Background: an optimization exercise with open tools, aiming at small area and a short achievable clock period. Do not read the settings as production practice.
Function was checked by simulation only, so behaviour that the tests miss may differ from the original.
Power and IR drop assume default switching activity.

==> flow/design.v (excerpt) <==
module pe_dot_unit (
  input  logic                clock,
  input  logic                i_arst_n,
  input  logic [7:0][7:0]     i_feature,
  input  logic [7:0][7:0]     i_filter,
  output logic signed [17:0]  o_result
);
  logic sgn_1;
  logic sgn_2;
  logic sgn_3;
  logic sgn_4;
  logic sgn_5;
  logic sgn_6;
  logic sgn_7;
  logic sgn_8;
  logic two_9;
  logic neg_10;
  logic i_filter0_0_q1;
  logic i_feature0_0_q1;
  logic neg_10_q1;
  logic pp_11;
  logic i_feature0_1_q1;
  logic two_9_q1;
  logic sn_12;
  logic pp_13;
  logic i_feature0_2_q1;
  logic sn_14;
  logic pp_15;
  logic i_feature0_3_q1;
  logic sn_16;
  logic pp_17;
  logic i_feature0_4_q1;
  logic sn_18;
  logic pp_19;
  logic i_feature0_5_q1;
  logic sn_20;
  logic pp_21;
  logic i_feature0_6_q1;
  logic sn_22;
  logic pp_23;
  logic pp_24;
  logic nneg_25;
  logic one_26;
  logic two_27;
  logic neg_28;
  logic one_26_q1;
  logic neg_28_q1;
  logic pp_29;
  logic two_27_q1;
  logic sn_30;
  logic pp_31;
  logic sn_32;
  logic pp_33;
  logic sn_34;
  logic pp_35;
  logic sn_36;
  logic pp_37;
  logic sn_38;
  logic pp_39;
  logic sn_40;
  logic pp_41;
  logic pp_42;
  logic nneg_43;
  logic one_44;
  logic two_45;
  ...
Size: about 1,500 cells after synthesis, about 470 flip-flops, ~150 I/O pins, roughly 21,000 µm² of cells after synthesis.
==> flow/config.mk <==
export PLATFORM = sky130hd
export DESIGN_NAME = pe_dot_unit
export DESIGN_NICKNAME = pe_dot_unit
export VERILOG_FILES = /design/flow/design.v
export SDC_FILE = /design/flow/constraint.sdc
export NUM_CORES = 4
export LEC_CHECK = 0
export CAP_MARGIN = 20
export CORE_MARGIN = 2
export CORE_UTILIZATION = 40
export SETUP_SLACK_MARGIN = 2.6
export SLEW_MARGIN = 20
export SYNTH_HIERARCHICAL = 1
export SYNTH_MINIMUM_KEEP_SIZE = 0
export BUFFER_PORTS_ARGS = -buffer_cell sky130_fd_sc_hd__buf_1
==> flow/constraint.sdc <==
create_clock -name core_clock -period 4.7 [get_ports {clock}]
set_input_delay 0.9400 -clock core_clock [delete_from_list [all_inputs] [get_ports {clock}]]
set_output_delay 0.9400 -clock core_clock [all_outputs]
set_load 0.01 [all_outputs]
standard.sh (not shown) runs the stock make flow with config.mk's settings and CLKGATE_MAP_FILE= SYNTH_SCRIPT=/design/flow/synth_recipe.tcl, a recipe that flattens the netlist after the stock synthesis.
==> flow/flow/run.sh <==
#!/bin/bash
# Layout flow: the standard flow, with the port buffers that the
# standard flow inserts made the smallest plain buffer (buf_1) instead of
# clkdlybuf4s50_1; timing repair may still resize them.
set -e
cd "$(dirname "$0")/.."
{
  echo "== standard.sh"; cat standard.sh
  echo "== config.mk (as given)"; cat config.mk
} > flow_inputs.log 2>&1
echo 'export BUFFER_PORTS_ARGS = -buffer_cell sky130_fd_sc_hd__buf_1' >> config.mk
bash standard.sh > standard.log 2>&1
Edit:
==> flow/run.sh (new file) <==
#!/bin/bash
# synth_recipe.tcl (not shown) runs the flow's synth.tcl, then flattens the netlist and writes it again
# the make line also repeats each setting of config.mk as NAME=value (left out here)
make -C /OpenROAD-flow-scripts/flow DESIGN_CONFIG=/design/flow/config.mk WORK_HOME=/design/flow/orfs CLKGATE_MAP_FILE= SYNTH_SCRIPT=/design/flow/synth_recipe.tcl finish
BUFFER_PORTS_ARGS = unset   (was -buffer_cell sky130_fd_sc_hd__buf_1)
CTS_CLUSTER_DIAMETER = 100   (was unset)
CTS_CLUSTER_SIZE = 30   (was unset)
removed: flow/flow/run.sh
removed: flow/standard.sh
The changed run produced a clean layout.
Final area shrinks by about 0.9%.
Clock power shrinks by 41%.
Via count shrinks by 2.1%.
First-iteration DRC count shrinks by about 11%.
Synthesized cell count is unchanged.
Sequential power is about the same.
Count of clock-buffer cells in the layout shrinks by 49.
Worst setup slack barely changes.
Synthesized area stays the same.
Clock skew grows by 0.0096 ns.

[what the ideal ports hide]
No port has a modelled driver above. Below, the same layouts with a new extraction and two added sets of constraints.
Step 1 sets driving cells, clkbuf_16 on the clock port and buf_2 on the other inputs (assumed; they add their load-dependent delay and slew).
Step 2 times the ports against the registers' clock, not the clock port: input delays grow and output delays shrink by t, the midpoint of the rising clock arrivals with the driver on.
Three values: ideal, step 1, step 2; two values: the first two.
run	t (ns)	setup slack, ns	hold slack, ns	worst slew at a driven data input, ns
the first run	0.645	2.629 / 2.629 / 2.629	0.315 / 0.276 / 0.322	0.07
the second run	0.623	2.628 / 2.628 / 2.433	0.323 / 0.323 / 0.323	0.06
After both steps setup and hold are still met in every run listed. The setup slack of the second run, which loses most, moves by 0.000 ns with the drivers and by -0.195 ns with both steps.
